Background: an optimization exercise with open tools, aiming at small area. Do not read the settings as production practice.
RTL that was checked went through simulation tests only; none was proved equivalent to the original.
Power and IR drop assume default switching activity.

Design crypt3_sha1, start of the top module:
module crypt3_sha1 (
  input  wire                ck_gclkcx_crypt,
  input  wire                cx_reset3,
  input  wire                ival_e1,
  input  wire                sha1c_e1,
  input  wire                sha1p_e1,
  input  wire                sha1m_e1,
  input  crypt3_pkg::quad_t  qn_e1,
  input  crypt3_pkg::quad_t  qm_e1,
  input  wire                ival_e2,
  input  crypt3_pkg::quad_t  qd_e2,
  output crypt3_pkg::quad_t  crypt3_out_e6,
  output logic               crypt3_active
);
For scale: roughly 720 flip-flops, roughly 38000 um2 of cells after synthesis.
==> flow/config.mk <==
export PLATFORM = sky130hd
export DESIGN_NAME = crypt3_sha1
export DESIGN_NICKNAME = crypt3_sha1
export VERILOG_FILES = /design/flow/design.v
export SDC_FILE = /design/flow/constraint.sdc
export NUM_CORES = 4
export LEC_CHECK = 0
export CAP_MARGIN = 20
export CORE_MARGIN = 2
export CORE_UTILIZATION = 40
export GPL_TIMING_DRIVEN = 0
export PLACE_DENSITY = 0.6
export SLEW_MARGIN = 20
==> flow/constraint.sdc <==
create_clock -name core_clock -period 5.5 [get_ports {ck_gclkcx_crypt}]
set_input_delay 1.1000 -clock core_clock [delete_from_list [all_inputs] [get_ports {ck_gclkcx_crypt}]]
set_output_delay 1.1000 -clock core_clock [all_outputs]
set_load 0.01 [all_outputs]
standard.sh (not shown) runs the stock make flow with config.mk's settings and CLKGATE_MAP_FILE= SYNTH_SCRIPT=/design/flow/synth_recipe.tcl, a recipe that flattens the netlist after the stock synthesis.
==> flow/flow/run.sh <==
#!/bin/bash
# the standard layout (standard.sh) with two area-only changes:
#  - port buffers are the smallest buffer (buf_1) instead of the resizer's pick
#  - the clock tree has no dummy loads and clusters more sinks per leaf buffer
# the tools write their logs under orfs/logs; make's own output goes to standard.log
export BUFFER_PORTS_ARGS="-buffer_cell sky130_fd_sc_hd__buf_1"
export CTS_ARGS="-sink_clustering_enable -repair_clock_nets -dont_use_dummy_load -sink_clustering_size 25 -sink_clustering_max_diameter 150"
bash standard.sh > standard.log 2>&1
The baseline completed with no timing, DRC or antenna violations.
==> next run, changes <==
--- a/flow/flow/run.sh
+++ b/flow/flow/run.sh
@@ -7 +7 @@
-export CTS_ARGS="-sink_clustering_enable -repair_clock_nets -dont_use_dummy_load -sink_clustering_size 25 -sink_clustering_max_diameter 150"
+export CTS_ARGS="-sink_clustering_enable -repair_clock_nets -dont_use_dummy_load -sink_clustering_size 25 -sink_clustering_max_diameter 120"
The new run went through all stages and came out clean.
Worst hold slack is worse by 0.0044 ns.
Clock skew increases by 0.014 ns.
Synthesized cell count is unchanged.
Core utilization stays flat.
Count of clock-buffer cells in the layout increases by 3.
Sequential power barely changes.
==> next run, changes <==
--- a/flow/flow/run.sh
+++ b/flow/flow/run.sh
@@ -7 +7 @@
-export CTS_ARGS="-sink_clustering_enable -repair_clock_nets -dont_use_dummy_load -sink_clustering_size 25 -sink_clustering_max_diameter 120"
+export CTS_ARGS="-sink_clustering_enable -repair_clock_nets -dont_use_dummy_load -sink_clustering_size 30 -sink_clustering_max_diameter 120"
Worst setup slack gets worse by 0.042 ns.
Total power falls by 1.3%.
Synthesized cell count does not change.
Via count falls by 0.92%.
Die area stays the same.


job 101:
Another version of the RTL of crypt3_sha1 (not shown whole).
Size: about 520 I/O pins, roughly 39000 µm² of cells after synthesis.
Settings: LEC_CHECK=0, CAP_MARGIN=20, CORE_MARGIN=2, CORE_UTILIZATION=40, GPL_TIMING_DRIVEN=0, PLACE_DENSITY=0.6, SLEW_MARGIN=20; clock period 5.5 ns.
==> flow/flow/run.sh <==
#!/bin/bash
# the standard layout with three changes, all area-only:
#  - port buffers are the smallest buffer (buf_1) instead of the resizer's pick
#  - no dummy loads in the clock tree
#  - after global route, cells off the critical paths are downsized (power recovery)
# the flow's tools write their own logs under orfs/logs; make's output goes to standard.log
export BUFFER_PORTS_ARGS="-buffer_cell sky130_fd_sc_hd__buf_1"
export CTS_ARGS="-sink_clustering_enable -repair_clock_nets -dont_use_dummy_load"
export RECOVER_POWER=100
bash standard.sh > standard.log 2>&1
What the final checks of job 101 revealed, after a flow that finished every stage, was a layout that fails on negative setup slack.
> inputs changed (job 101 -> job 102)
==> flow/run.sh (new file) <==
#!/bin/bash
# synth_recipe.tcl (not shown) runs the flow's synth.tcl, then flattens the netlist and writes it again
# the make line also repeats each setting of config.mk as NAME=value (left out here)
make -C /OpenROAD-flow-scripts/flow DESIGN_CONFIG=/design/flow/config.mk WORK_HOME=/design/flow/orfs CLKGATE_MAP_FILE= SYNTH_SCRIPT=/design/flow/synth_recipe.tcl finish
removed: flow/flow/run.sh
removed: flow/standard.sh
Notes after the runs:
Job 101 completed end to end; final checks failed (negative setup slack).
No stage failed in job 102, and the final checks on the layout all came back clean.
Of job 102 and job 101, the lower final critical-path required period belongs to job 102.
Compared with job 101, job 102 instantiates a larger number of standard cells.
Number of antenna violations at the first check in global routing delta for job 102 relative to job 101: 6 lower
Function was not checked in any run of this note: the RTL went through the layout flow alone.

## afterwards: timing with drivers on the ports
Ports are ideal in the flow. The routed layouts listed here were re-timed in OpenROAD. Step 1: set_driving_cell puts a clkbuf_16 on ck_gclkcx_crypt and a buf_2 on each other input, an assumption about the parent block. Step 2 moves the port delays by t, midway between the first and last clock arrival at a register: inputs arrive t later, outputs are due t later. That takes back most of the time a late clock gives input paths. Three values: ideal ports, drivers, drivers and shift; two values: the first two.
run	t, ns	setup slack, ns	worst setup path after step 2	pins driven straight from the clock port
the first run of note 1	0.647	0.161 / 0.161 / -0.395	input to register	1
the second run of note 1	0.662	0.201 / 0.201 / -0.432	input to register	1
the third run of note 1	0.707	0.159 / 0.159 / -0.431	input to register	1
job 101	0.700	-0.022 / -0.087 / -0.787	input to register	1
job 102	0.721	0.051 / -0.063 / -0.784	input to register	1
Met with ideal ports but missed after step 2: setup timing in the first run of note 1, the second run of note 1, the third run of note 1 and job 102. For job 102, which loses most, drivers alone change the setup slack by -0.114 ns; drivers and shift together by -0.835 ns.
